This design comes from an exercise in tuning for small area, a short achievable clock period and few clock cycles per item on the open sky130 flow, not from production work. Function was checked by simulation only, so behaviour that the tests miss may differ from the original.

`flow/run.sh`:
```
#!/bin/bash
# synth_recipe.tcl (not shown) runs the flow's synth.tcl, then flattens the netlist and writes it again
# the make line also repeats each setting of config.mk as NAME=value (left out here)
make -C /OpenROAD-flow-scripts/flow DESIGN_CONFIG=/design/flow/config.mk WORK_HOME=/design/flow/orfs CLKGATE_MAP_FILE= SYNTH_SCRIPT=/design/flow/synth_recipe.tcl finish
```
`flow/config.mk`:
```
export PLATFORM = sky130hd
export DESIGN_NAME = variable_adjust_chain_alu
export DESIGN_NICKNAME = variable_adjust_chain_alu
export VERILOG_FILES = /design/flow/design.v
export SDC_FILE = /design/flow/constraint.sdc
export NUM_CORES = 4
export LEC_CHECK = 0
export CAP_MARGIN = 20
export CORE_MARGIN = 2
export CORE_UTILIZATION = 40
export PLACE_DENSITY = 0.6
export SETUP_SLACK_MARGIN = 2.5
export SLEW_MARGIN = 20
```
`flow/constraint.sdc`:
```
create_clock -name core_clock -period 7.0 [get_ports {clk}]
set_input_delay 1.4000 -clock core_clock [delete_from_list [all_inputs] [get_ports {clk}]]
set_output_delay 1.4000 -clock core_clock [all_outputs]
set_load 0.01 [all_outputs]
```
`flow/design.v`:
```
`timescale 1ns / 1ps
package vaca_pkg;
    localparam logic [1:0] ADJ_NONE = 2'd0;
    localparam logic [1:0] ADJ_DIV  = 2'd1;
    localparam logic [1:0] ADJ_MOD  = 2'd2;
    localparam logic [1:0] ADJ_ADD  = 2'd3;
    localparam logic [3:0] OP_ADD   = 4'd0;
    localparam logic [3:0] OP_SUB   = 4'd1;
    localparam logic [3:0] OP_SMIN  = 4'd2;
    localparam logic [3:0] OP_SMAX  = 4'd3;
    localparam logic [3:0] OP_UMIN  = 4'd4;
    localparam logic [3:0] OP_UMAX  = 4'd5;
    localparam logic [3:0] OP_SDIV  = 4'd6;
    localparam logic [3:0] OP_SMOD  = 4'd7;
    localparam logic [3:0] OP_UDIV  = 4'd8;
    localparam logic [3:0] OP_UMOD  = 4'd9;
    localparam logic [3:0] OP_MUL   = 4'd10;
    localparam logic [3:0] OP_AND   = 4'd11;
    localparam logic [3:0] OP_OR    = 4'd12;
    localparam logic [3:0] OP_XOR   = 4'd13;
    localparam logic [1:0] SZ_BYTE  = 2'd0;
    localparam logic [1:0] SZ_WORD  = 2'd1;
    localparam int S_ADD   = 0;    
    localparam int S_ALIGN = 1;    
    localparam int S_ITER  = 2;    
    localparam int S_FIX   = 3;    
    localparam int S_ALU   = 4;    
endpackage
`timescale 1ns / 1ps
import vaca_pkg::*;
module variable_adjust_chain_alu
(
    input  logic                clk,
    input  logic                rst_n,
    input  logic                in_valid,
    output logic                in_ready,
    input  logic [173:0]        in_data_bits,
    output logic                out_valid,
    input  logic                out_ready,
    output logic [32:0]         out_data_bits
);
    logic [31:0] f_value, f_mask, f_add, f_divmod, f_start;
    logic [4:0]  f_shift;
    logic [1:0]  f_kind, f_size;
    logic [3:0]  f_op;
    logic        f_chain;
    assign {f_value, f_shift, f_mask, f_add, f_divmod, f_kind, f_op, f_size, f_chain, f_start} = in_data_bits;
    logic [4:0]  state_reg, state_next;
    logic [31:0] acc_reg;
    logic        outv_reg;
    logic [31:0] out_r_reg;
    logic        out_dz_reg;
    logic [31:0] x_reg, r_reg, d_reg;
    logic [3:0]  op_reg;
    logic [4:0]  cnt_reg;
    logic        neg_reg, wrem_reg, phase_reg, mul_reg, dz_reg, sd_reg, sgn_reg;
    logic        byte_q, word_q, kdiv_q, kmod_q;
    logic        div_q, sgn_q, rem_q, mul_q, max_q, csgn_q, sub_q;
    assign out_valid     = outv_reg;
    assign out_data_bits = {out_r_reg, out_dz_reg};
    logic s_idle, s_add, s_align, s_iter, s_fix, s_alu;
    assign s_add   = state_reg[S_ADD];
    assign s_align = state_reg[S_ALIGN];
    assign s_iter  = state_reg[S_ITER];
    assign s_fix   = state_reg[S_FIX];
    assign s_alu   = state_reg[S_ALU];
    assign s_idle  = (state_reg == 5'd0);
    function logic [31:0] sext_size(input logic [31:0] v, input logic is_byte, input logic is_word);
        logic [31:0] s;
        if (is_byte)
            s = {{24{v[7]}}, v[7:0]};
        else if (is_word)
            s = {{16{v[15]}}, v[15:0]};
        else
            s = v;
        sext_size = s;
    endfunction
    function logic [31:0] cneg(input logic [31:0] v, input logic s);
        logic [31:0] y;
        logic        seen;
        seen = 1'b0;
        for (int i = 0; i < 32; i++)
        begin
            y[i] = v[i] ^ (s & seen);
            seen = seen | v[i];
        end
        cneg = y;
    endfunction
    function logic [5:0] lzc(input logic [31:0] v);
        logic [5:0] z;
        z = 6'd32;
        for (int i = 0; i < 32; i++)
            if (v[i]) z = 6'(31 - i);
        lzc = z;
    endfunction
    logic [31:0] msk;
    logic        narrow, op_simple;
    logic        is_final, out_free, accept, done;
    always_comb
    begin
        narrow    = byte_q || word_q;
        msk       = {{16{!narrow}}, {8{!byte_q}}, 8'hFF};
        op_simple = !div_q && !mul_q;
    end
    assign is_final = (s_alu && op_simple) || (s_fix && phase_reg);
    assign out_free = !outv_reg || out_ready;
    assign in_ready = s_idle || (is_final && !outv_reg);
    assign accept   = in_valid && in_ready;
    assign done     = is_final && out_free;
    logic [31:0] in_shifted;
    assign in_shifted = $signed(f_value) >>> f_shift;
    logic [31:0] a_val, b_val, a_op, b_op;
    logic        a_top, b_top;
    always_comb
    begin
        a_val = acc_reg & msk;
        b_val = x_reg & msk;
        a_op  = csgn_q ? sext_size(a_val, byte_q, word_q) : a_val;
        b_op  = csgn_q ? sext_size(b_val, byte_q, word_q) : b_val;
        a_top = csgn_q & a_op[31];
        b_top = csgn_q & b_op[31];
    end
    logic [32:0] aux_sum;
    assign aux_sum = {a_top, a_op} + ({b_top, b_op} ^ {33{sub_q}}) + {32'd0, sub_q && !max_q};
    logic        pick_a, a_lt_b;
    logic [31:0] alu_res;
    always_comb
    begin
        a_lt_b = aux_sum[32];
        pick_a = aux_sum[32] ^ max_q;
        case (op_reg)
            OP_ADD, OP_SUB:                     alu_res = aux_sum[31:0];
            OP_SMIN, OP_SMAX, OP_UMIN, OP_UMAX: alu_res = pick_a ? a_val : b_val;
            OP_AND:                             alu_res = a_val & b_val;
            OP_OR:                              alu_res = a_val | b_val;
            OP_XOR:                             alu_res = a_val ^ b_val;
            default:                            alu_res = b_val;
        endcase
    end
    logic [31:0] ng_in, ng_out, dext;
    logic        ng_s, nx_s, nd_s;
    always_comb
    begin
        dext = kdiv_q ? sext_size(d_reg, byte_q, word_q) : (d_reg & msk);
        nx_s = sgn_reg && x_reg[31];
        nd_s = s_alu ? b_top : (kdiv_q && dext[31]);
        if (s_add)
        begin
            ng_in = dext;
            ng_s  = nd_s;
        end
        else if (s_alu)
        begin
            ng_in = b_op;
            ng_s  = nd_s;
        end
        else if (s_fix)
        begin
            ng_in = wrem_reg ? r_reg : x_reg;
            ng_s  = neg_reg;
        end
        else
        begin
            ng_in = x_reg;
            ng_s  = nx_s;
        end
        ng_out = cneg(ng_in, ng_s);
    end
    logic [5:0]  lz_p, lz_n, lz_d, lz_x, k_full;
    logic        no_iter, d_zero;
    always_comb
    begin
        lz_p    = lzc(x_reg);
        lz_n    = lzc(~x_reg);
        lz_d    = lzc(d_reg);
        lz_x    = nx_s ? (lz_n - 6'd1) : lz_p;
        no_iter = (lz_x > lz_d);
        k_full  = lz_d - lz_x;
        d_zero  = (d_reg == 32'd0);
    end
    logic [31:0] m_add;
    logic [32:0] m_sum;
    logic        ge;
    always_comb
    begin
        m_add = mul_reg ? (x_reg & {32{d_reg[0] || s_add}}) : ~d_reg;
        m_sum = {1'b0, r_reg} + {1'b0, m_add} + {32'd0, !mul_reg};
        ge    = m_sum[32];
    end
    logic        b_zero;
    assign b_zero = (b_val == 32'd0);
    logic        take, iter_end;
    assign take     = accept;
    assign iter_end = mul_reg ? (d_reg[31:1] == 31'd0) : (cnt_reg == 5'd0);
    always_comb
    begin
        state_next = '0;
        if (s_idle || done)
        begin
            state_next[S_ADD] = take && (f_kind != ADJ_NONE);
            state_next[S_ALU] = take && (f_kind == ADJ_NONE);
        end
        else if (s_add)
        begin
            state_next[S_ALIGN] = kdiv_q || kmod_q;
            state_next[S_ALU]   = !(kdiv_q || kmod_q);
        end
        else if (s_align)
        begin
            state_next[S_FIX]  = d_zero || (no_iter && phase_reg);
            state_next[S_ALU]  = !d_zero && no_iter && !phase_reg;
            state_next[S_ITER] = !d_zero && !no_iter;
        end
        else if (s_iter)
        begin
            state_next[S_ITER] = !iter_end;
            state_next[S_ALU]  = iter_end && !phase_reg && !wrem_reg && !neg_reg;
            state_next[S_FIX]  = iter_end && (phase_reg || wrem_reg || neg_reg);
        end
        else if (s_fix)
        begin
            state_next[S_ALU] = !phase_reg;
            state_next[S_FIX] = phase_reg;
        end
        else
        begin
            state_next[S_ITER]  = mul_q;
            state_next[S_FIX]   = div_q && b_zero;
            state_next[S_ALIGN] = div_q && !b_zero;
            state_next[S_ALU]   = op_simple;
        end
    end
    always_ff @(posedge clk or negedge rst_n)
    begin
        if (!rst_n)
            state_reg <= '0;
        else
            state_reg <= state_next;
    end
    logic [31:0] res_val;
    assign res_val = (s_fix ? ng_out : alu_res) & msk;
    always_ff @(posedge clk or negedge rst_n)
    begin
        if (!rst_n)
        begin
            acc_reg  <= 32'd0;
            outv_reg <= 1'b0;
        end
        else
        begin
            if (accept && f_chain)
                acc_reg <= f_start;
            else if (done)
                acc_reg <= res_val;
            if (done)
                outv_reg <= 1'b1;
            else if (out_ready)
                outv_reg <= 1'b0;
        end
    end
    always_ff @(posedge clk)
    begin
        if (done)
        begin
            out_r_reg  <= res_val;
            out_dz_reg <= dz_reg;
        end
    end
    always_ff @(posedge clk)
    begin
        if (in_ready)
        begin
            x_reg    <= in_shifted & f_mask;
            r_reg    <= sext_size(f_add, f_size == SZ_BYTE, f_size == SZ_WORD);
            d_reg    <= f_divmod;
            op_reg   <= f_op;
            byte_q   <= (f_size == SZ_BYTE);
            word_q   <= (f_size == SZ_WORD);
            kdiv_q   <= (f_kind == ADJ_DIV);
            kmod_q   <= (f_kind == ADJ_MOD);
            div_q    <= (f_op == OP_SDIV) || (f_op == OP_SMOD) || (f_op == OP_UDIV) || (f_op == OP_UMOD);
            sgn_q    <= (f_op == OP_SDIV) || (f_op == OP_SMOD);
            rem_q    <= (f_op == OP_SMOD) || (f_op == OP_UMOD);
            mul_q    <= (f_op == OP_MUL);
            max_q    <= (f_op == OP_SMAX) || (f_op == OP_UMAX);
            csgn_q   <= (f_op == OP_SMIN) || (f_op == OP_SMAX) || (f_op == OP_SDIV) || (f_op == OP_SMOD);
            sub_q    <= (f_op != OP_ADD);
            mul_reg  <= 1'b1;      
            dz_reg   <= 1'b0;
        end
        else
        begin
            if (s_add)
            begin
                x_reg     <= m_sum[31:0];
                d_reg     <= ng_out;
                sd_reg    <= nd_s;
                sgn_reg   <= kdiv_q || narrow;
                wrem_reg  <= kmod_q;
                phase_reg <= 1'b0;
                mul_reg   <= 1'b0;
            end
            if (s_align)
            begin
                if (d_zero || !(no_iter && wrem_reg && !phase_reg))
                    x_reg <= 32'd0;
                d_reg   <= d_reg << k_full[4:0];
                cnt_reg <= k_full[4:0];
                if (d_zero)
                begin
                    dz_reg  <= 1'b1;
                    r_reg   <= 32'd0;
                    neg_reg <= 1'b0;
                end
                else
                begin
                    r_reg   <= ng_out;
                    neg_reg <= wrem_reg ? nx_s : (nx_s ^ sd_reg);
                end
            end
            if (s_iter)
            begin
                d_reg   <= {1'b0, d_reg[31:1]};
                cnt_reg <= cnt_reg - 5'd1;
                if (mul_reg)
                begin
                    r_reg <= m_sum[31:0];
                    x_reg <= {x_reg[30:0], 1'b0};
                end
                else
                begin
                    if (ge)
                        r_reg <= m_sum[31:0];
                    x_reg <= {x_reg[30:0], ge};
                end
            end
            if (s_fix && !phase_reg)
                x_reg <= ng_out;
            if (s_alu && !op_simple)
            begin
                phase_reg <= 1'b1;
                mul_reg   <= mul_q;
                wrem_reg  <= rem_q || mul_q;
                sgn_reg   <= sgn_q;
                sd_reg    <= nd_s;
                x_reg     <= a_op;
                d_reg     <= ng_out;
                if (mul_q)
                begin
                    r_reg   <= 32'd0;
                    neg_reg <= 1'b0;
                    if (a_lt_b)
                    begin
                        x_reg <= b_val;
                        d_reg <= a_val;
                    end
                end
                else if (b_zero)
                begin
                    dz_reg  <= 1'b1;
                    r_reg   <= 32'd0;
                    x_reg   <= 32'd0;
                    neg_reg <= 1'b0;
                end
            end
        end
    end
endmodule
```
==> results of run 1 <==
==> logic make-up (layout without fill, tap and decap cells) <==
group / Yosys count / count (layout) / share of synthesized area, %
XOR/XNOR: 131 / 131 / 4.68
adder cells (fa/ha/maj): 143 / 143 / 7.26
buffers and inverters: 434 / 789 / 6.77
other: 0 / 11 / 0
multiplexers: 152 / 152 / 7.11
flip-flops: 194 / 194 / 20.1
AND/OR/NAND/NOR: 1150 / 1151 / 20.8
AO/OA/AOI/OAI: 1309 / 1312 / 33.3
==> timing repair <==
item / CTS / global route
resized for setup: 450 / 310
setup endpoints to repair: 175 / 175
buffers inserted: 187 / 84
gates cloned: 12 / 8
pin swaps: 151 / 192
==> routing by layer <==
metal  GRT usage (%)  share of wire, %
met1            54.1                36
met2            62.3                40
met3            18.8                15
met4            31.7               9.1
met5               0             0.016
==> worst min path at each step <==
stage / startpoint / end / cells past startpoint
6_report: dz_reg$_SDFF_PN0_ / out_dz_reg$_DFFE_PP_ / 0
5_1_grt: dz_reg$_SDFF_PN0_ / out_dz_reg$_DFFE_PP_ / 0
4_1_cts: dz_reg$_SDFF_PN0_ / out_dz_reg$_DFFE_PP_ / 0
3_5_place_dp: dz_reg$_SDFF_PN0_ / out_dz_reg$_DFFE_PP_ / 0
3_3_place_gp: dz_reg$_SDFF_PN0_ / out_dz_reg$_DFFE_PP_ / 0
2_1_floorplan: dz_reg$_SDFF_PN0_ / out_dz_reg$_DFFE_PP_ / 0
==> area by class of cell <==
| type | instances | area [sq um] | area share [%] |
|---|---|---|---|
| multi-input combinational | 2889 | 21300 | 61.3 |
| sequential | 194 | 5080 | 14.6 |
| timing repair buffer | 629 | 6110 | 17.6 |
| tap | 837 | 1050 | 3.02 |
| clock buffer | 17 | 425 | 1.23 |
| clock inverter | 15 | 221 | 0.638 |
| inverter | 128 | 503 | 1.45 |
| antenna | 11 | 27.5 | 0.0793 |
==> placed cells by master (no fill, tap or decap), types with 59 or more instances in the layout <==
cell type	n
nand3_1	73
a21oi_1	288
xnor2_1	59
ha_1	116
inv_1	103
o21ai_1	74
mux2i_1	91
o211ai_1	77
o21ai_0	204
nor2_1	244
nand2_1	441
edfxtp_1	98
clkdlybuf4s50_1	210
buf_4	312
==> stage by stage <==
step	cell area, sq um	setup WS (ns)	cells	utilization (%)
after floorplan	25400	2.43	3513	-
after global placement	28300	0.800	4386	45.8
after detailed placement	28300	0.830	4386	45.8
after CTS	32600	1.95	4617	52.6
after global routing	34700	1.65	4710	56.0
final	34700	1.83	4720	56.0
==> impl_metrics.ini, run 1 <==
[setup_path]
regToRegEndpoint = d_reg[30]$_DFFE_PP_
path_depth = 21
crit_fanout = 7
crit_path_start = x_reg[0]$_DFFE_PP_
reg2reg_setup_slack_ns = 1.83
startpoint_type = flop
endpoint = d_reg[30]$_DFFE_PP_
critical_path_class = flop to flop
rr_startpoint = x_reg[0]$_DFFE_PP_
arrival_ns = 5.46
end_kind = flop
critPathSlowestCell = fa_2
crit_required_ns = 7.29
cp_slowest_stage_delay_ns = 0.67
ff2ff_path_depth = 21
crit_chain = buf_6 -> nor2_4 -> nor3_4 -> o311ai_2 -> a211oi_2 -> nor3_2 -> o31ai_2 -> a211oi_1 -> nor3_1 -> nor3_1 -> o31a_1 -> o32ai_4 -> fa_2 -> buf_12 -> clkbuf_16 -> mux4_2 -> o211ai_1 -> nand3_2 -> a41oi_2 -> o221ai_1 -> o22a_1
critPathBufInv = 3
crit_top_cell = nor3_1
critical_path.top_delay_family = compound AO/OA/AOI/OAI gates

[cts]
clockBufferDepth = 2
clock-sinks = 194
cts_tree = yes
insertion_delay_ns = 0.54
numCtsBuffers = 17
h-tree-depth = 4
holdBufCountCts = 0
cts-root-buf = clkbuf_16
clk_pin_slew_ns = 0.10

[detailed_routing]
ant_nets = 0
dr.first_iter.drc_count = 5065
via_per_inst = 6.91
wl_um = 150000
dr_total_vias = 32600
route.detailed.drc = 0
wl_per_cell_um = 31.7
first_pass_iters = 10

[yosys]
synth_seq_cells = 194
synth_edf_count = 98
ys_warn_count = 1
synth_area_leaders = edfxtp_1 12%, nand2_1 7.2%, a21oi_1 7.0%, ha_1 6.9%, o21ai_0 6.5%
async_reset_ff_share_pct = 19.6
yosys_most_used_dff = edfxtp_1
synthTopCellsByCount = 486 x nand2_1, 351 x a21oi_1, 329 x o21ai_0
synth_top_cell_by_area = edfxtp_1
synth_cells = 3513
synth_cell_types = 106
synth_fp_nets = 3834
syn_area_sq_um = 25200
ys_seq_area_share_pct = 20.1
postSynthAreaPerCell_sq_um = 7.16
yosysMostFrequentCell = nand2_1
yosysTopAreaCellShare_pct = 11.7

[grt]
grt_max_degree = 49
grt_pass1_wl_um = 207000
grt_overflow = 0
grt_usage_pct = 44.3
first_global_vias = 29400
antenna_found_initial = 11

[sta]
tightest_slew_ns = 1.44
whs_ns = 0.517
worst_slew_margin_rel_pct = 3.95
max_freq_mhz = 193
rsz0062_at_grt = yes
final_hold_viol_count = 0
tns_ns = 0
setup_viol_count_final = 0
period_needed_ns = 5.17
min_period_over_period_pct = 73.9
clock_skew_ns = 0.0190
slew_viol_final = 0

[worst_hold_path]
hold_path.class = flop to flop

[die]
die_width_um = 255
core_region_area_sq_um = 61900
pin_count = 213
initial_core_util_pct = 40.6
rows = 91
dieHeight_um = 255
dieArea_sq_um = 64900

[placed_design]
portBuffers = 212
dp_hpwl_um = 104000
routabilityCongestion = 1.08

[final_layout]
fillCellCount = 5859
fin_nets = 4180
area_delta_synth_final_pct = 37.9
drive_gt1_share_pct = 25.7

[run]
maxCapViolations = 0

[run_status]
status = timing/DRC/antenna clean
Testbench counts, summed over its fixed seeds: cycles 24,984, items 3,200.
==> inputs of run 2 (changes only) <==
--- a/flow/design.v
+++ b/flow/design.v
@@ -122,11 +122,10 @@
     end
     logic [32:0] aux_sum;
     assign aux_sum = {a_top, a_op} + ({b_top, b_op} ^ {33{sub_q}}) + {32'd0, sub_q && !max_q};
-    logic        pick_a, a_lt_b;
+    logic        pick_a;
     logic [31:0] alu_res;
     always_comb
     begin
-        a_lt_b = aux_sum[32];
         pick_a = aux_sum[32] ^ max_q;
         case (op_reg)
             OP_ADD, OP_SUB:                     alu_res = aux_sum[31:0];
@@ -349,11 +348,6 @@
                 begin
                     r_reg   <= 32'd0;
                     neg_reg <= 1'b0;
-                    if (a_lt_b)
-                    begin
-                        x_reg <= b_val;
-                        d_reg <= a_val;
-                    end
                 end
                 else if (b_zero)
                 begin
==> impl_metrics.ini, run 2 <==
[sta]
rsz0062_at_grt = yes
period_needed_ns = 5.18
slew_viol_final = 0
max_freq_mhz = 193
worst_slew_margin_rel_pct = 12.3
min_period_over_period_pct = 74.0
final_hold_viol_count = 0
clock_skew_ns = 0.0115
tightest_slew_ns = 1.31
fin_ws_ns = 1.82
whs_ns = 0.466
tns_ns = 0
setup_viol_count_final = 0

[setup_path]
crit_required_ns = 7.36
crit_fanout = 5
critical_path_class = flop to flop
endpoint = d_reg[19]$_DFFE_PP_
reg2reg_setup_slack_ns = 1.82
rr_startpoint = d_reg[0]$_DFFE_PP_
startpoint_type = flop
end_kind = flop
arrival_ns = 5.54
regToRegEndpoint = d_reg[19]$_DFFE_PP_
crit_path_start = d_reg[0]$_DFFE_PP_
ff2ff_path_depth = 24

[detailed_routing]
ant_nets = 0
dr_total_vias = 28700
via_per_inst = 6.82
first_pass_iters = 6
wl_um = 133000
route.detailed.drc = 0
wl_per_cell_um = 31.6
dr.first_iter.drc_count = 3939

[cts]
clock-sinks = 194
clk_pin_slew_ns = 0.09
clockBufferDepth = 2
insertion_delay_ns = 0.52
h-tree-depth = 4
cts-root-buf = clkbuf_16
cts_tree = yes
holdBufCountCts = 0
numCtsBuffers = 17

[final_layout]
drive_gt1_share_pct = 19.8
fin_nets = 3731
layout_common_cells = 399 x nand2_1, 235 x a21oi_1, 230 x nor2_1
area_delta_synth_final_pct = 29.0
final_common_cell = nand2_1
fillCellCount = 5722

[worst_hold_path]
hold_path.class = flop to flop
hp-start = dz_reg$_SDFF_PN0_

[yosys]
yosysTopAreaCellShare_pct = 11.4
synth_cells = 3183
synth_cell_types = 105
synth_seq_cells = 194
synth_top_cell_by_area = edfxtp_1
yosysMostFrequentCell = nand2_1
postSynthAreaPerCell_sq_um = 7.43
async_reset_ff_share_pct = 19.6
synth_fp_nets = 3504
synth_area_leaders = edfxtp_1 11%, ha_1 7.3%, nand2_1 6.7%, a21oi_1 5.8%, dfxtp_1 5.6%
yosys_most_used_dff = edfxtp_1
ys_seq_area_share_pct = 21.0
synth_edf_count = 90
synthTopCellsByCount = 423 x nand2_1, 275 x a21oi_1, 255 x o21ai_0
ys_warn_count = 1
syn_area_sq_um = 23700

[die]
dieHeight_um = 247
rows = 89
dieArea_sq_um = 61100
die_width_um = 247
core_region_area_sq_um = 58800
initial_core_util_pct = 40.2
pin_count = 213

[grt]
first_global_vias = 26400
grt_max_degree = 79
grt_pass1_wl_um = 183000
grt_overflow = 0
antenna_found_initial = 11
grt_usage_pct = 41.6

[placed_design]
pre_cts_slack_ns = 1.01
dp_hpwl_um = 97600
portBuffers = 212
routabilityCongestion = 1.06

[run]
maxCapViolations = 0

[run_status]
status = timing/DRC/antenna clean
## run 2: cell types whose count changed after synthesis, sizes merged, moves of 17 or more
cell / before / now
a21oi: 351 / 275
a221oi: 34 / 51
a22oi: 41 / 22
clkbuf: 244 / 226
nand2: 488 / 424
nand3: 89 / 109
nor2: 271 / 254
nor3: 68 / 50
o211ai: 79 / 47
o21a: 27 / 44
o21ai: 339 / 276
## run 2: worst min-delay path by stage
stage,endpoint,cells after the start,slack [ns]
floorplan,out_dz_reg$_DFFE_PP_,0,0.41
detailed placement,out_dz_reg$_DFFE_PP_,0,0.44
finish,out_dz_reg$_DFFE_PP_,0,0.47
global placement,out_dz_reg$_DFFE_PP_,0,0.46
CTS,out_dz_reg$_DFFE_PP_,0,0.47
global route,out_dz_reg$_DFFE_PP_,0,0.48
## run 2: routing by layer
layer	wire [um]	vias to the layer above	GRT usage (%)
met5	63	-	0
met4	9340	10	24.8
met3	17400	496	14.4
met2	56100	2038	61.7
met1	49700	13900	51.8
li1	-	12300	-
## run 2: final cells by class
| cell class | instances | area (sq um) | area share, % |
|---|---|---|---|
| clock inverters | 14 | 213 | 0.697 |
| multi-input cells | 2589 | 18700 | 61.2 |
| diodes | 3 | 7.51 | 0.0246 |
| clock buffers | 18 | 450 | 1.48 |
| repair buffers | 480 | 4710 | 15.4 |
| inverters | 128 | 484 | 1.59 |
| well taps | 773 | 967 | 3.17 |
| flip-flops and latches | 194 | 5000 | 16.4 |
## run 2: critical path, stage by stage, from the launching register on
cell      delay, ns
edfxtp_1       0.41
buf_6          0.15
buf_4          0.16
a21oi_1        0.13
o21bai_1       0.08
a21oi_1        0.17
o21bai_1       0.10
a21oi_1        0.22
o21bai_1       0.12
a21oi_1        0.27
a21oi_1        0.14
o31ai_2        0.32
ha_2           0.26
fa_2           0.53
buf_6          0.16
buf_6          0.11
buf_16         0.14
mux2i_4        0.19
mux2i_2        0.26
mux2i_1        0.17
buf_4          0.18
buf_4          0.12
o22ai_1        0.35
a221oi_2       0.11
o21ai_0        0.18
## run 2: cells by family (layout without fill, tap and decap cells)
family	Yosys count	in the layout	share of synthesized area, %
XOR/XNOR	129	129	4.90
buffers and inverters	404	640	6.80
multiplexers	164	164	8.62
other	0	3	0
adder cells (fa/ha/maj)	143	143	7.72
AO/OA/AOI/OAI	1103	1103	30.7
flip-flops	194	194	21.0
AND/OR/NAND/NOR	1046	1050	20.2
## run 2: timing repair
item,4_1_cts,5_1_grt
setup endpoints to repair,166,162
cloned,12,3
pin swaps,90,85
setup buffers,97,54
resized for setup,254,176
## run 2: per-stage QoR
stage / utilization [%] / cell area [sq um] / instances
2_1_floorplan: - / 23700 / 3183
3_3_place_gp: 45.2 / 26500 / 3997
3_5_place_dp: 45.2 / 26600 / 3997
4_1_cts: 49.6 / 29200 / 4138
5_1_grt: 51.9 / 30500 / 4198
6_report: 51.9 / 30500 / 4199
Testbench counts of run 2, summed over its fixed seeds: cycles 26,315, items 3,200.
==> inputs of run 3 (changes only) <==
--- a/flow/config.mk
+++ b/flow/config.mk
@@ -11,3 +11,4 @@
 export PLACE_DENSITY = 0.6
 export SETUP_SLACK_MARGIN = 2.5
 export SLEW_MARGIN = 20
+export TNS_END_PERCENT = 5
==> impl_metrics.ini, run 3 <==
[setup_path]
critical_path_class = flop to flop
crit_path_start = d_reg[0]$_DFFE_PP_
crit_chain = buf_4 -> nor2_4 -> nor2_2 -> buf_4 -> nand2_1 -> o21ai_0 -> ha_1 -> a21o_1 -> a21o_1 -> a21o_1 -> a311o_1 -> o31a_1 -> nor2_1 -> a21oi_1 -> a221oi_1 -> xnor2_1 -> mux2i_1 -> o22ai_1
path_depth = 18
rr_startpoint = d_reg[0]$_DFFE_PP_
crit_fanout = 26
critPathBufInv = 2
crit_top_cell = a21o_1
arrival_ns = 5.32
ff2ff_path_depth = 18
regToRegEndpoint = r_reg[31]$_DFF_P_
end_kind = flop
crit_required_ns = 7.36
cp_slowest_stage_delay_ns = 0.44
reg2reg_setup_slack_ns = 2.03
critPathSlowestCell = a221oi_1
critical_path.top_delay_family = compound AO/OA/AOI/OAI gates
startpoint_type = flop

[final_layout]
area_delta_synth_final_pct = 24.1
multiInputGateArea_sq_um = 18000
drive_gt1_share_pct = 15.6
seqCellArea_sq_um = 5010
fillCellCount = 5822
layout_common_cells = 417 x nand2_1, 249 x a21oi_1, 240 x nor2_1
fin_nets = 3695
instances_no_fill = 4163
final_common_cell = nand2_1
fin_util_pct = 50.0

[detailed_routing]
route.detailed.drc = 0
dr_total_vias = 28700
via_per_inst = 6.89
dr.first_iter.drc_count = 4271
wl_per_cell_um = 33.2
first_pass_iters = 8
wl_um = 138000
ant_nets = 0

[grt]
grt_overflow = 0
grt_usage_pct = 44.1
first_global_vias = 26200
grt_max_degree = 75
grt_pass1_wl_um = 192000
antenna_found_initial = 7

[yosys]
synth_edf_count = 90
synthMuxAreaShare_pct = 8.62
synth_cell_types = 105
yosysMostFrequentCell = nand2_1
synth_top_cell_by_area = edfxtp_1
async_reset_ff_share_pct = 19.6
synth_top_family_by_area = compound AO/OA/AOI/OAI gates
ys_warn_count = 1
synthTopCellsByCount = 423 x nand2_1, 275 x a21oi_1, 255 x o21ai_0
synthXorXnorAreaFrac_pct = 4.90
ys_seq_area_share_pct = 21.0
postSynthAreaPerCell_sq_um = 7.43
synth_cells = 3183
synth_fp_nets = 3504
synth_seq_cells = 194
synth_area_leaders = edfxtp_1 11%, ha_1 7.3%, nand2_1 6.7%, a21oi_1 5.8%, dfxtp_1 5.6%
yosysTopAreaCellShare_pct = 11.4
synthSimpleGateAreaFrac_pct = 20.2
synthAdderAreaFrac_pct = 7.72
syn_area_sq_um = 23700
synth_compound_area_share_pct = 30.7
yosys_most_used_dff = edfxtp_1

[cts]
h-tree-depth = 4
clk_pin_slew_ns = 0.09
numCtsBuffers = 17
cts_tree = yes
holdBufCountCts = 0
cts-root-buf = clkbuf_16
clock-sinks = 194
clockBufferDepth = 2
insertion_delay_ns = 0.53

[sta]
rsz0062_at_grt = yes
min_period_over_period_pct = 70.9
slew_viol_final = 0
tns_ns = 0
period_needed_ns = 4.97
whs_ns = 0.487
setup_viol_count_final = 0
final_hold_viol_count = 0
worst_slew_margin_rel_pct = 14.4
clock_skew_ns = 0.0198
max_freq_mhz = 201
tightest_slew_ns = 1.28

[worst_hold_path]
worstHoldEndpoint = out_dz_reg$_DFFE_PP_
hp-start = dz_reg$_SDFF_PN0_
hold_path_depth = 0
hold_path.class = flop to flop

[die]
rows = 89
core_region_area_sq_um = 58800
dieArea_sq_um = 61100
pin_count = 213
dieHeight_um = 247
initial_core_util_pct = 40.2
die_width_um = 247

[run]
maxCapViolations = 0

[placed_design]
placed_cells = 4001
portBuffers = 212
routabilityCongestion = 1.04
dp_hpwl_um = 103000

[run_status]
status = timing/DRC/antenna clean
## run 3: final cells by class
type | count | area share (%)
diodes | 3 | 0.0256
clock buffers | 17 | 1.45
clock inverters | 15 | 0.694
inverters | 128 | 1.66
multi-input cells | 2588 | 61.4
flip-flops and latches | 194 | 17.0
well taps | 773 | 3.29
repair buffers | 445 | 14.5
## run 3: logic make-up after synthesis
group,count (synthesis)
compound gates,1103
simple gates,1046
buf+inv,404
flops,194
mux,164
fa+ha+maj,143
xor+xnor,129
## run 3: repair_timing
item                                    CTS  global route
endpoints found under the setup margin  166           163
pin swaps                                50            34
gates cloned                              7             1
setup buffers                            97            19
gates resized for setup                 143            80
## run 3: metrics by stage
step | cell area, sq um | worst slack [ns]
finish | 29400 | 2.03
global route | 29400 | 1.90
CTS | 28800 | 2.21
detailed placement | 26600 | 0.447
global placement | 26600 | 0.451
floorplan | 23700 | 2.44
## run 3: worst max-delay path by stage
stage	to	slack, ns
floorplan	acc_reg[0]$_DFFE_PN0P_	2.44
global placement	out_r_reg[5]$_DFFE_PP_	0.45
detailed placement	acc_reg[5]$_DFFE_PN0P_	0.45
CTS	x_reg[26]$_DFF_P_	2.21
global route	d_reg[30]$_DFFE_PP_	1.90
finish	r_reg[31]$_DFF_P_	2.03
## run 3: worst register-to-register path, cell delays in order (launching register included)
cell and delay (ns):
edfxtp_1 0.38, buf_4 0.28, nor2_4 0.12, nor2_2 0.31, buf_4 0.41, nand2_1 0.10
o21ai_0 0.24, ha_1 0.41, a21o_1 0.22, a21o_1 0.19, a21o_1 0.21, a311o_1 0.37
o31a_1 0.27, nor2_1 0.21, a21oi_1 0.16, a221oi_1 0.44, xnor2_1 0.22, mux2i_1 0.18
o22ai_1 0.10
## run 3: routing by layer
layer  GRT usage, %  vias to the layer above  part of all wire [%]
li1               -                    12200                     -
met1           58.6                    13900                    39
met2           61.4                     2214                    40
met3           13.9                      442                    13
met4           27.7                        6                   7.5
met5              0                        -                 0.034
==> inputs of run 4 (changes only) <==
--- a/flow/design.v
+++ b/flow/design.v
@@ -25,6 +25,7 @@
     localparam int S_ITER  = 2;    
     localparam int S_FIX   = 3;    
     localparam int S_ALU   = 4;    
+    localparam int S_SHL   = 5;    
 endpackage
 `timescale 1ns / 1ps
 import vaca_pkg::*;
@@ -45,7 +46,7 @@
     logic [3:0]  f_op;
     logic        f_chain;
     assign {f_value, f_shift, f_mask, f_add, f_divmod, f_kind, f_op, f_size, f_chain, f_start} = in_data_bits;
-    logic [4:0]  state_reg, state_next;
+    logic [5:0]  state_reg, state_next;
     logic [31:0] acc_reg;
     logic        outv_reg;
     logic [31:0] out_r_reg;
@@ -58,13 +59,14 @@
     logic        div_q, sgn_q, rem_q, mul_q, max_q, csgn_q, sub_q;
     assign out_valid     = outv_reg;
     assign out_data_bits = {out_r_reg, out_dz_reg};
-    logic s_idle, s_add, s_align, s_iter, s_fix, s_alu;
+    logic s_idle, s_add, s_align, s_iter, s_fix, s_alu, s_shl;
     assign s_add   = state_reg[S_ADD];
     assign s_align = state_reg[S_ALIGN];
     assign s_iter  = state_reg[S_ITER];
     assign s_fix   = state_reg[S_FIX];
     assign s_alu   = state_reg[S_ALU];
-    assign s_idle  = (state_reg == 5'd0);
+    assign s_shl   = state_reg[S_SHL];
+    assign s_idle  = (state_reg == 6'd0);
     function logic [31:0] sext_size(input logic [31:0] v, input logic is_byte, input logic is_word);
         logic [31:0] s;
         if (is_byte)
@@ -208,7 +210,11 @@
         begin
             state_next[S_FIX]  = d_zero || (no_iter && phase_reg);
             state_next[S_ALU]  = !d_zero && no_iter && !phase_reg;
-            state_next[S_ITER] = !d_zero && !no_iter;
+            state_next[S_SHL]  = !d_zero && !no_iter;
+        end
+        else if (s_shl)
+        begin
+            state_next[S_ITER] = 1'b1;
         end
         else if (s_iter)
         begin
@@ -303,7 +309,6 @@
             begin
                 if (d_zero || !(no_iter && wrem_reg && !phase_reg))
                     x_reg <= 32'd0;
-                d_reg   <= d_reg << k_full[4:0];
                 cnt_reg <= k_full[4:0];
                 if (d_zero)
                 begin
@@ -317,6 +322,8 @@
                     neg_reg <= wrem_reg ? nx_s : (nx_s ^ sd_reg);
                 end
             end
+            if (s_shl)
+                d_reg <= d_reg << cnt_reg;
             if (s_iter)
             begin
                 d_reg   <= {1'b0, d_reg[31:1]};
--- a/flow/config.mk
+++ b/flow/config.mk
@@ -11,4 +11,3 @@
 export PLACE_DENSITY = 0.6
 export SETUP_SLACK_MARGIN = 2.5
 export SLEW_MARGIN = 20
-export TNS_END_PERCENT = 5
==> impl_metrics.ini, run 4 <==
[final_layout]
final_common_cell = nand2_1
fillCellCount = 5760
drive_gt1_share_pct = 15.8
fin_util_pct = 49.5
fin_nets = 3672
area_delta_synth_final_pct = 23.0
layout_common_cells = 418 x nand2_1, 300 x a21oi_1, 238 x o21ai_0

[grt]
grt_overflow = 0
antenna_found_initial = 4
first_global_vias = 26000
grt_max_degree = 66
grtUsageMet2_pct = 60.4
met3_usage_pct = 13.0
grt_usage_pct = 42.0
top_usage_layer = met2
grt_pass1_wl_um = 185000
grtUsageMet1_pct = 54.3

[yosys]
synthSimpleGateAreaFrac_pct = 18.7
synth_edf_count = 90
synth_fp_nets = 3504
yosysMostFrequentCell = nand2_1
synthMuxAreaShare_pct = 9.40
yosys_most_used_dff = edfxtp_1
synth_seq_cells = 195
yosysTopAreaCellShare_pct = 11.4
ys_warn_count = 1
async_reset_ff_share_pct = 20.0
synthAdderAreaFrac_pct = 7.73
synth_top_family_by_area = compound AO/OA/AOI/OAI gates
syn_area_sq_um = 23600
ys_seq_area_share_pct = 21.2
synth_area_leaders = edfxtp_1 11%, ha_1 7.3%, a21oi_1 6.8%, nand2_1 6.7%, o21ai_0 6.1%
postSynthAreaPerCell_sq_um = 7.43
synth_cells = 3183
synth_compound_area_share_pct = 31.4
synth_cell_types = 101
synth_top_cell_by_area = edfxtp_1
synthTopCellsByCount = 425 x nand2_1, 322 x a21oi_1, 286 x o21ai_0
synthXorXnorAreaFrac_pct = 4.82

[setup_path]
arrival_ns = 5.06
crit_required_ns = 7.47
critical_path_class = flop to flop
crit_fanout = 14
startpoint_type = flop
ff2ff_path_depth = 16
end_kind = flop

[sta]
setup_viol_count_final = 0
clock_skew_ns = 0.0198
slew_viol_final = 0
rsz0062_at_grt = yes
max_freq_mhz = 218
tightest_slew_ns = 1.25
final_hold_viol_count = 0
min_period_over_period_pct = 65.5
period_needed_ns = 4.59
tns_ns = 0
worst_slew_margin_rel_pct = 16.1
whs_ns = 0.580

[detailed_routing]
first_pass_iters = 8
dr.first_iter.drc_count = 4195
wl_um = 132000
ant_nets = 0
dr_total_vias = 28100
via_per_inst = 6.79
wl_per_cell_um = 31.9
route.detailed.drc = 0

[run_status]
status = timing/DRC/antenna clean

[die]
dieHeight_um = 247
rows = 89
initial_core_util_pct = 40.3
pin_count = 213
core_region_area_sq_um = 58700
dieArea_sq_um = 61100
die_width_um = 247

[worst_hold_path]
hold_path_depth = 0
hold_path.class = flop to flop

[cts]
clk_pin_slew_ns = 0.09
numCtsBuffers = 17
insertion_delay_ns = 0.54
clockBufferDepth = 2
h-tree-depth = 4
clock-sinks = 195
cts_tree = yes
cts-root-buf = clkbuf_16
holdBufCountCts = 0

[placed_design]
portBuffers = 212
routabilityCongestion = 1.03
dp_hpwl_um = 97300

[run]
maxCapViolations = 0
## run 4: layout make-up
cell class | instances | area (sq um) | area share (%)
Clock buffer | 18 | 429 | 1.48
Multi-Input combinational cell | 2584 | 18000 | 62.0
Antenna cell | 4 | 10.0 | 0.0344
Sequential cell | 195 | 5040 | 17.3
Inverter | 134 | 529 | 1.82
Timing Repair Buffer | 419 | 3890 | 13.4
Tap cell | 773 | 967 | 3.33
Clock inverter | 14 | 181 | 0.624
## run 4: critical path: stages, from the launching register on
cell and delay (ns):
edfxtp_1 0.41, buf_4 0.20, nor2_4 0.22, buf_8 0.19, nand2_1 0.13, a21oi_1 0.51
ha_2 0.36, and4_4 0.25, o2111a_1 0.19, a21bo_2 0.26, a21oi_1 0.25, a21oi_2 0.15
o31ai_1 0.27, xor2_1 0.50, a21oi_1 0.16, nor3_2 0.29, a21o_1 0.16
## run 4: per-layer routing
metal	wire [um]	up-vias
met5	203	-
met4	9590	8
met3	16500	418
met2	54500	2018
met1	51500	13600
li1	-	12100
## run 4: kinds of logic after synthesis
group,count (synthesis)
compound gates,1148
xor+xnor,127
fa+ha+maj,143
buf+inv,408
flops,195
mux,181
simple gates,981
## run 4: per-stage QoR
stage          setup slack, ns  std cells  instance area [sq um]
6_report                  2.41       4141                  29100
4_1_cts                   2.36       4090                  28200
3_3_place_gp              1.42       4001                  26600
3_5_place_dp              1.43       4001                  26600
2_1_floorplan             2.48       3183                  23800
5_1_grt                   2.22       4139                  29100
## run 4: worst paths after layout
path / endpoint / slack (ns) / from
max: acc_reg[31]$_DFFE_PN0P_ / 2.41 / byte_q$_DFFE_PN_
min: out_dz_reg$_DFFE_PP_ / 0.58 / dz_reg$_SDFF_PN0_
max reg2reg: acc_reg[31]$_DFFE_PN0P_ / 2.41 / byte_q$_DFFE_PN_
min reg2reg: out_dz_reg$_DFFE_PP_ / 0.58 / dz_reg$_SDFF_PN0_
max in group asynchronous: state_reg[2]$_DFF_PN0_ / 5.61 / rst_n
min in group asynchronous: acc_reg[7]$_DFFE_PN0P_ / 0.89 / rst_n
## run 4: repair_timing
action,CTS,global route
resized for setup,126,150
cloned,5,4
setup endpoints to repair,147,135
pin swaps,43,85
setup buffers,52,42
Testbench counts of run 4, summed over its fixed seeds: cycles 27,436, items 3,200.
==> inputs of run 5 (changes only) <==
--- a/flow/config.mk
+++ b/flow/config.mk
@@ -11,3 +11,4 @@
 export PLACE_DENSITY = 0.6
 export SETUP_SLACK_MARGIN = 2.5
 export SLEW_MARGIN = 20
+export TNS_END_PERCENT = 5
==> impl_metrics.ini, run 5 <==
[run_status]
status = timing/DRC/antenna clean

[grt]
grt_usage_pct = 41.6
first_global_vias = 25500
antenna_found_initial = 6
grt_pass1_wl_um = 183000
grt_overflow = 0
grt_max_degree = 62

[sta]
worst_slew_margin_rel_pct = 10.1
clock_skew_ns = 0.0262
tightest_slew_ns = 1.34
tns_ns = 0
fin_ws_ns = 2.19
min_period_over_period_pct = 68.7
slew_viol_final = 0
period_needed_ns = 4.81
max_freq_mhz = 208
setup_viol_count_final = 0
rsz0062_at_grt = yes
final_hold_viol_count = 0

[yosys]
async_reset_ff_share_pct = 20.0
synthTopCellsByCount = 425 x nand2_1, 322 x a21oi_1, 286 x o21ai_0
syn_area_sq_um = 23600
ys_warn_count = 1
synth_top_cell_by_area = edfxtp_1
synth_seq_cells = 195
yosysMostFrequentCell = nand2_1
yosys_most_used_dff = edfxtp_1
synth_cell_types = 101
ys_seq_area_share_pct = 21.2
postSynthAreaPerCell_sq_um = 7.43
synth_edf_count = 90
yosysTopAreaCellShare_pct = 11.4
synth_area_leaders = edfxtp_1 11%, ha_1 7.3%, a21oi_1 6.8%, nand2_1 6.7%, o21ai_0 6.1%
synth_cells = 3183
synth_fp_nets = 3504

[die]
pin_count = 213
dieHeight_um = 247
die_width_um = 247
dieArea_sq_um = 61100
core_region_area_sq_um = 58700
rows = 89
initial_core_util_pct = 40.3

[final_layout]
final_common_cell = nand2_1
area_delta_synth_final_pct = 22.7
multiInputGateArea_sq_um = 17800
fin_nets = 3686
drive_gt1_share_pct = 14.9
layout_common_cells = 418 x nand2_1, 304 x a21oi_1, 266 x o21ai_0
fillCellCount = 5745
seqCellArea_sq_um = 5030

[worst_hold_path]
hold_path_depth = 2
hold_path.class = flop to flop
worstHoldEndpoint = acc_reg[26]$_DFFE_PN0P_
hp-start = acc_reg[26]$_DFFE_PN0P_

[setup_path]
critical_path_class = flop to output pin
cp_slowest_stage_delay_ns = 0.72
crit_required_ns = 5.60
regToRegEndpoint = x_reg[8]$_DFF_P_
rr_startpoint = x_reg[22]$_DFF_P_
crit_fanout = 18
startpoint_type = flop
end_kind = output pin
crit_chain = nor2_2 -> inv_1 -> nor3_1 -> nand2_1 -> o21ai_4 -> clkdlybuf4s50_1
arrival_ns = 3.41
critPathSlowestCell = dfrtp_1
ff2ff_path_depth = 25
reg2reg_setup_slack_ns = 2.20

[detailed_routing]
via_per_inst = 6.81
routed-wl-met3_um = 17200
wl_um = 132000
highest_layer = met5
wl_per_cell_um = 31.8
dr.first_iter.drc_count = 4171
dr_total_vias = 28300
first_pass_iters = 8
met2_length_um = 54200
ant_nets = 0
route.detailed.drc = 0
wirelength_met1_um = 52100

[placed_design]
routabilityCongestion = 1.08
portBuffers = 212
pre_cts_slack_ns = 0.924
dp_hpwl_um = 98200

[cts]
h-tree-depth = 4
cts_tree = yes
insertion_delay_ns = 0.55
clockBufferDepth = 2
clock-sinks = 195
numCtsBuffers = 17
clk_pin_slew_ns = 0.09
cts-root-buf = clkbuf_16

[run]
maxCapViolations = 0
-- run 5: cell counts after synthesis --
No cell type changed its count.
-- run 5: metal layers --
| layer | up-vias | track usage [%] |
|---|---|---|
| met2 | 2120 | 58.9 |
| met3 | 420 | 12.7 |
| met5 | - | 0 |
| met1 | 13600 | 55.1 |
| li1 | 12200 | - |
| met4 | 2 | 25.2 |
-- run 5: area by class of cell --
type                            instances  share of cell area [%]
Sequential cell                       195                    17.3
Tap cell                              773                    3.33
Timing Repair Buffer                  437                    14.2
Antenna cell                            5                  0.0431
Inverter                              134                    1.75
Clock inverter                         15                   0.625
Clock buffer                           17                    1.47
Multi-Input combinational cell       2580                    61.3
-- run 5: cell families (layout without fill, tap and decap cells) --
logic type / count (synthesis) / after routing / synth area share (%)
flip-flops: 195 / 195 / 21.2
XOR/XNOR: 127 / 127 / 4.82
adder cells (fa/ha/maj): 143 / 143 / 7.73
multiplexers: 181 / 181 / 9.40
other: 0 / 5 / 0
buffers and inverters: 408 / 603 / 6.85
AND/OR/NAND/NOR: 981 / 981 / 18.7
AO/OA/AOI/OAI: 1148 / 1148 / 31.4
-- run 5: per-stage QoR --
stage	cells	util [%]	cell area (sq um)	hold WS (ns)
6_report	4156	49.4	29000	0.538
5_1_grt	4153	49.4	29000	0.593
4_1_cts	4077	47.5	27900	0.550
3_5_place_dp	4009	45.5	26700	0.522
3_3_place_gp	4009	45.4	26700	0.512
2_1_floorplan	3183	-	23800	0.409
-- run 5: how the worst max path moves through the flow --
stage / from / to / slack, ns / cells past startpoint
6_report: state_reg[5]$_DFF_PN0_ / in_ready / 2.19 / 6
5_1_grt: x_reg[10]$_DFF_P_ / x_reg[8]$_DFF_P_ / 2.12 / 21
2_1_floorplan: state_reg[0]$_DFF_PN0_ / r_reg[22]$_DFF_P_ / 2.48 / 22
4_1_cts: byte_q$_DFFE_PN_ / out_r_reg[22]$_DFFE_PP_ / 2.21 / 19
3_3_place_gp: x_reg[2]$_DFF_P_ / x_reg[8]$_DFF_P_ / 0.97 / 26
3_5_place_dp: x_reg[0]$_DFF_P_ / x_reg[8]$_DFF_P_ / 0.92 / 25
-- run 5: timing repair --
action                     in CTS  in global routing
pin swaps                      19                 64
buffers inserted               36                 66
hold buffers                    0                  0
resized for setup              85                100
cloned                          0                  8
setup endpoints to repair     145                140
-- run 5: critical path: cells and delay by family, from the launching register on --
kind	cells	cell delay, ns
buf+inv	2	0.93
flops	1	0.72
simple gates	3	0.94
compound gates	1	0.26
==> inputs of run 6 (changes only) <==
--- a/flow/config.mk
+++ b/flow/config.mk
@@ -9,6 +9,6 @@
 export CORE_MARGIN = 2
 export CORE_UTILIZATION = 40
 export PLACE_DENSITY = 0.6
-export SETUP_SLACK_MARGIN = 2.5
+export SETUP_SLACK_MARGIN = 3.0
 export SLEW_MARGIN = 20
 export TNS_END_PERCENT = 5
==> impl_metrics.ini, run 6 <==
[run]
maxCapViolations = 0

[cts]
h-tree-depth = 4
holdBufCountCts = 0
cts_tree = yes
cts-root-buf = clkbuf_16
clk_pin_slew_ns = 0.08
clock-sinks = 195
numCtsBuffers = 17
insertion_delay_ns = 0.53
clockBufferDepth = 2

[setup_path]
critical_path_class = flop to flop
end_kind = flop
crit_fanout = 11
crit_chain = nand4_1 -> a21oi_1 -> nor2_1 -> o21ai_0 -> a311o_1 -> nand3_1 -> xnor2_1 -> o22ai_1 -> ha_1 -> nand4_1 -> o22ai_1 -> a21oi_2 -> nand2b_1 -> o32a_4 -> buf_12 -> buf_4 -> nor2_2 -> a21oi_1 -> o21ai_1 -> a22oi_1 -> o21ai_1
crit_required_ns = 7.44
cp_slowest_stage_delay_ns = 0.56
startpoint_type = flop
reg2reg_setup_slack_ns = 2.33
critPathSlowestCell = dfxtp_2
ff2ff_path_depth = 21
arrival_ns = 5.11

[sta]
tns_ns = 0
max_freq_mhz = 214
final_hold_viol_count = 0
period_needed_ns = 4.67
setup_viol_count_final = 0
rsz0062_at_grt = yes
slew_viol_final = 0
min_period_over_period_pct = 66.7
clock_skew_ns = 0.0285
worst_slew_margin_rel_pct = 20.8
tightest_slew_ns = 1.18

[yosys]
syn_area_sq_um = 23600
ys_seq_area_share_pct = 21.2
synthTopCellsByCount = 425 x nand2_1, 322 x a21oi_1, 286 x o21ai_0
yosys_most_used_dff = edfxtp_1
yosysTopAreaCellShare_pct = 11.4
ys_warn_count = 1
synth_cells = 3183
postSynthAreaPerCell_sq_um = 7.43
synth_seq_cells = 195
synth_area_leaders = edfxtp_1 11%, ha_1 7.3%, a21oi_1 6.8%, nand2_1 6.7%, o21ai_0 6.1%
yosysMostFrequentCell = nand2_1
synth_edf_count = 90
async_reset_ff_share_pct = 20.0
synth_cell_types = 101
synth_fp_nets = 3504
synth_top_cell_by_area = edfxtp_1

[grt]
antenna_found_initial = 14
grt_max_degree = 65
grt_pass1_wl_um = 194000
first_global_vias = 26800
grt_usage_pct = 44.2
grt_overflow = 0

[detailed_routing]
first_pass_iters = 8
ant_nets = 0
via_per_inst = 6.83
wl_per_cell_um = 32.8
dr_total_vias = 28700
dr.first_iter.drc_count = 3979
wl_um = 138000
route.detailed.drc = 0

[placed_design]
portBuffers = 212
dp_hpwl_um = 102000
place_area_sq_um = 26800
routabilityCongestion = 1.05

[final_layout]
layout_common_cells = 413 x nand2_1, 293 x a21oi_1, 257 x o21ai_0
stdcell_area_sq_um = 29800
area_delta_synth_final_pct = 25.9
fin_nets = 3736
drive_gt1_share_pct = 17.9
fin_util_pct = 50.7
final_common_cell = nand2_1

[run_status]
status = timing/DRC/antenna clean

[die]
dieHeight_um = 247
initial_core_util_pct = 40.3
die_width_um = 247
pin_count = 213
dieArea_sq_um = 61100
rows = 89
core_region_area_sq_um = 58700

[worst_hold_path]
hold_path_depth = 2
hold_path.class = flop to flop
==> run 6: cell counts after synthesis <==
No cell type changed its count.
==> run 6: kinds of logic (layout without fill, tap and decap cells) <==
group | after synthesis | after routing | share of synthesized area, %
buf+inv | 408 | 647 | 6.85
compound gates | 1148 | 1152 | 31.4
xor+xnor | 127 | 127 | 4.82
flops | 195 | 195 | 21.2
other cells | 0 | 6 | 0
fa+ha+maj | 143 | 143 | 7.73
simple gates | 981 | 983 | 18.7
mux | 181 | 181 | 9.40
==> run 6: final timing paths <==
kind / endpoint / from
setup reg to reg: x_reg[6]$_DFF_P_ / x_reg[9]$_DFF_P_
setup / recovery: x_reg[6]$_DFF_P_ / x_reg[9]$_DFF_P_
hold / removal: acc_reg[12]$_DFFE_PN0P_ / acc_reg[12]$_DFFE_PN0P_
min in group asynchronous: acc_reg[14]$_DFFE_PN0P_ / rst_n
max in group asynchronous: state_reg[5]$_DFF_PN0_ / rst_n
hold reg to reg: acc_reg[12]$_DFFE_PN0P_ / acc_reg[12]$_DFFE_PN0P_
==> run 6: cell type report <==
type | count | area [sq um]
antenna | 6 | 15.0
clock buffer | 17 | 425
clock inverter | 15 | 109
fill | 5715 | 28900
inverter | 134 | 531
multi-input combinational | 2586 | 18200
sequential | 195 | 5040
tap | 773 | 967
timing repair buffer | 481 | 4470
==> run 6: what timing repair did <==
item,CTS,global route
cloned,7,1
pin swaps,83,52
setup endpoints to repair,163,157
gates resized for setup,213,57
buffers inserted,129,20
==> run 6: worst max-delay path: cells and delay by family (launching register included) <==
family,cells,cell delay (ns)
AO/OA/AOI/OAI,11,2.22
XOR/XNOR,1,0.23
adder cells (fa/ha/maj),1,0.36
buffers and inverters,2,0.32
flip-flops,1,0.56
AND/OR/NAND/NOR,6,0.86
==> run 6: metal layers <==
metal,vias up,track usage (%),part of all wire [%]
met4,14,27.4,7.1
met5,-,0,0.086
met2,2122,64.4,41
li1,12300,-,-
met1,13800,56.4,38
met3,511,14.2,13
==> run 6: per-stage QoR <==
stage / setup slack, ns / hold WS [ns] / cells
global route: 2.24 / 0.604 / 4205
finish: 2.33 / 0.581 / 4207
detailed placement: 1.09 / 0.557 / 4012
CTS: 2.40 / 0.579 / 4180
global placement: 1.18 / 0.552 / 4012
floorplan: 2.61 / 0.409 / 3183
==> inputs of run 7 (changes only) <==
--- a/flow/design.v
+++ b/flow/design.v
@@ -307,7 +307,7 @@
             end
             if (s_align)
             begin
-                if (d_zero || !(no_iter && wrem_reg && !phase_reg))
+                if (!wrem_reg || phase_reg)
                     x_reg <= 32'd0;
                 cnt_reg <= k_full[4:0];
                 if (d_zero)
--- a/flow/config.mk
+++ b/flow/config.mk
@@ -5,10 +5,10 @@
 export SDC_FILE = /design/flow/constraint.sdc
 export NUM_CORES = 4
 export LEC_CHECK = 0
+export ABC_AREA = 1
 export CAP_MARGIN = 20
 export CORE_MARGIN = 2
 export CORE_UTILIZATION = 40
 export PLACE_DENSITY = 0.6
-export SETUP_SLACK_MARGIN = 3.0
+export SETUP_SLACK_MARGIN = 2.5
 export SLEW_MARGIN = 20
-export TNS_END_PERCENT = 5
==> impl_metrics.ini, run 7 <==
[final_layout]
antenna_cells = 0
fin_nets = 4197
multiInputGateArea_sq_um = 16900
fillCellCount = 5815
area_delta_synth_final_pct = 27.1
stdcell_area_sq_um = 29200
seqCellArea_sq_um = 5020
layout_common_cells = 811 x nand2_1, 365 x o21ai_0, 361 x a21oi_1
final_common_cell = nand2_1
drive_gt1_share_pct = 14.0

[die]
dieHeight_um = 244
dieArea_sq_um = 59300
die_width_um = 244
rows = 87
core_region_area_sq_um = 56600
pin_count = 213
initial_core_util_pct = 40.6

[cts]
clock-sinks = 195
clk_pin_slew_ns = 0.09
holdBufCountCts = 0
insertion_delay_ns = 0.53
cts-root-buf = clkbuf_16
h-tree-depth = 4
cts_tree = yes
numCtsBuffers = 17
clockBufferDepth = 2

[yosys]
synth_seq_cells = 195
ys_seq_area_share_pct = 21.8
synthTopCellsByCount = 849 x nand2_1, 424 x o21ai_0, 397 x a21oi_1
synth_area_leaders = nand2_1 14%, edfxtp_1 12%, o21ai_0 9.2%, a21oi_1 8.7%, ha_1 7.5%
synth_fp_nets = 3974
synth_top_cell_by_area = nand2_1
syn_area_sq_um = 23000
yosysTopAreaCellShare_pct = 13.9
yosys_most_used_dff = edfxtp_1
postSynthAreaPerCell_sq_um = 6.29
async_reset_ff_share_pct = 20.0
synth_edf_count = 90
yosysMostFrequentCell = nand2_1
synth_cell_types = 68
synth_cells = 3653
ys_warn_count = 1

[setup_path]
reg2reg_setup_slack_ns = 2.39
critPathSlowestCell = edfxtp_1
crit_fanout = 7
cp_slowest_stage_delay_ns = 0.40
critical_path_class = flop to flop
crit_required_ns = 7.40
startpoint_type = flop
end_kind = flop
rr_startpoint = word_q$_DFFE_PN_
regToRegEndpoint = acc_reg[21]$_DFFE_PN0P_
ff2ff_path_depth = 28
arrival_ns = 5.01

[sta]
tightest_slew_ns = 1.24
slew_viol_final = 0
min_period_over_period_pct = 65.8
setup_viol_count_final = 0
tns_ns = 0
final_hold_viol_count = 0
clock_skew_ns = 0.0160
rsz0062_at_grt = yes
worst_slew_margin_rel_pct = 16.6
period_needed_ns = 4.61
max_freq_mhz = 217

[grt]
antenna_found_initial = 1
grt_max_degree = 59
top_usage_layer = met2
grt_usage_pct = 35.5
met3_usage_pct = 6.95
grt_pass1_wl_um = 159000
first_global_vias = 25400
grt_overflow = 0
grtUsageMet2_pct = 54.5
grtUsageMet1_pct = 46.5

[detailed_routing]
first_pass_iters = 7
ant_nets = 0
dr.first_iter.drc_count = 3537
dr_total_vias = 28300
wl_um = 113000
route.detailed.drc = 0
wl_per_cell_um = 24.3
via_per_inst = 6.09

[placed_design]
portBuffers = 212
dp_hpwl_um = 84000
place_area_sq_um = 25800
routabilityCongestion = 1.03

[worst_hold_path]
hold_path.class = flop to flop
hold_path_depth = 0
hp-start = dz_reg$_SDFF_PN0_
worstHoldEndpoint = out_dz_reg$_DFFE_PP_

[run]
maxCapViolations = 0

[run_status]
status = timing/DRC/antenna clean
-- run 7: cell count changes in the layout (fill, tap and decap cells not counted), moves of 30 or more --
cell,change
xor2_1,+30
buf_4,-78
o211ai_1,+97
a221oi_1,-38
o21ai_0,+108
mux2_2,-38
inv_1,+222
nand3_1,+78
xnor2_1,-49
nand2_1,+398
a211oi_1,-41
mux2i_1,-94
a21oi_1,+68
a21o_1,-42
-- run 7: through the flow --
stage	utilization [%]	setup slack (ns)	std cells	hold WS, ns
6_report	51.5	2.39	4645	0.452
5_1_grt	51.5	2.24	4645	0.485
4_1_cts	48.0	2.49	4540	0.453
3_5_place_dp	45.6	1.05	4466	0.429
3_3_place_gp	45.6	1.21	4466	0.430
2_1_floorplan	-	2.34	3653	0.409
-- run 7: critical path: cells and delay by family (launching register included) --
kind / cells / cell delay, ns
compound gates: 8 / 1.40
flops: 1 / 0.40
simple gates: 7 / 0.59
xor+xnor: 2 / 0.38
fa+ha+maj: 1 / 0.25
buf+inv: 10 / 1.44
-- run 7: cell type report --
type                       instances  share of cell area [%]
inverter                         376                    5.18
timing repair buffer             416                    13.9
multi-input combinational       2863                    58.0
tap                              756                    3.24
timing repair inverter             7                   0.382
sequential                       195                    17.2
clock buffer                      17                    1.46
clock inverter                    15                   0.669
-- run 7: worst max path at each step --
stage          depth (start not counted)              startpoint                       to
6_report                              28        word_q$_DFFE_PN_  acc_reg[21]$_DFFE_PN0P_
5_1_grt                               26        word_q$_DFFE_PN_   acc_reg[4]$_DFFE_PN0P_
3_5_place_dp                          27      d_reg[0]$_DFFE_PP_        r_reg[22]$_DFF_P_
3_3_place_gp                          28      d_reg[0]$_DFFE_PP_        r_reg[29]$_DFF_P_
2_1_floorplan                         31  state_reg[0]$_DFF_PN0_        r_reg[27]$_DFF_P_
4_1_cts                               27  state_reg[0]$_DFF_PN0_        r_reg[22]$_DFF_P_
-- run 7: kinds of logic (layout without fill, tap and decap cells) --
family	Yosys count	count (layout)	share of synthesized area (%)
AO/OA/AOI/OAI	1212	1212	30.6
flip-flops	195	195	21.8
multiplexers	20	20	0.872
XOR/XNOR	103	104	3.99
adder cells (fa/ha/maj)	143	143	7.96
AND/OR/NAND/NOR	1382	1384	24.9
buffers and inverters	598	831	9.89
-- run 7: per-layer routing --
layer | wire (um) | up-vias
met3 | 12200 | 341
li1 | - | 13000
met5 | 0 | -
met1 | 44200 | 13200
met2 | 48800 | 1744
met4 | 7600 | 0
-- run 7: timing repair --
action	CTS	global route
hold endpoints to repair	0	0
gates resized for setup	128	290
endpoints found under the setup margin	127	121
cloned	3	13
buffers inserted	39	92
pin swaps	16	123
Testbench counts of run 7, summed over its fixed seeds: cycles 27,436, items 3,200.

re-timing with driven ports:
Ports are ideal in the flow. The routed layouts listed here were re-timed in OpenROAD.
Step 1 (the two cells are an assumption about what drives the block):
set clk [get_ports {clk}]
set_driving_cell -lib_cell sky130_fd_sc_hd__clkbuf_16 $clk
set_driving_cell -lib_cell sky130_fd_sc_hd__buf_2 [delete_from_list [all_inputs] $clk]
Step 2 moves the port delays by t, midway between the first and last clock arrival at a register: inputs arrive t later, outputs are due t later. That takes back most of the time a late clock gives input paths.
a / b / c = ideal / step 1 / step 2; a / b = the first two.
| run | t (ns) | setup slack, ns | hold slack, ns | pins driven straight from the clock port |
|---|---|---|---|---|
| run 1 | 0.601 | 1.828 / 1.828 / 1.828 | 0.517 / 0.517 / 0.517 | 1 |
| run 2 | 0.577 | 1.818 / 1.818 / 1.817 | 0.466 / 0.466 / 0.466 | 1 |
| run 3 | 0.586 | 2.035 / 2.035 / 2.035 | 0.487 / 0.487 / 0.487 | 1 |
| run 4 | 0.593 | 2.414 / 2.390 / 2.414 | 0.580 / 0.580 / 0.580 | 1 |
| run 5 | 0.601 | 2.188 / 2.122 / 2.196 | 0.538 / 0.538 / 0.538 | 1 |
| run 6 | 0.587 | 2.334 / 2.334 / 2.334 | 0.581 / 0.581 / 0.581 | 1 |
| run 7 | 0.577 | 2.393 / 2.393 / 2.348 | 0.452 / 0.452 / 0.452 | 1 |
After both steps every run listed still meets setup and hold. For run 7, which loses most, drivers alone change the setup slack by 0.000 ns; drivers and shift together by -0.045 ns.
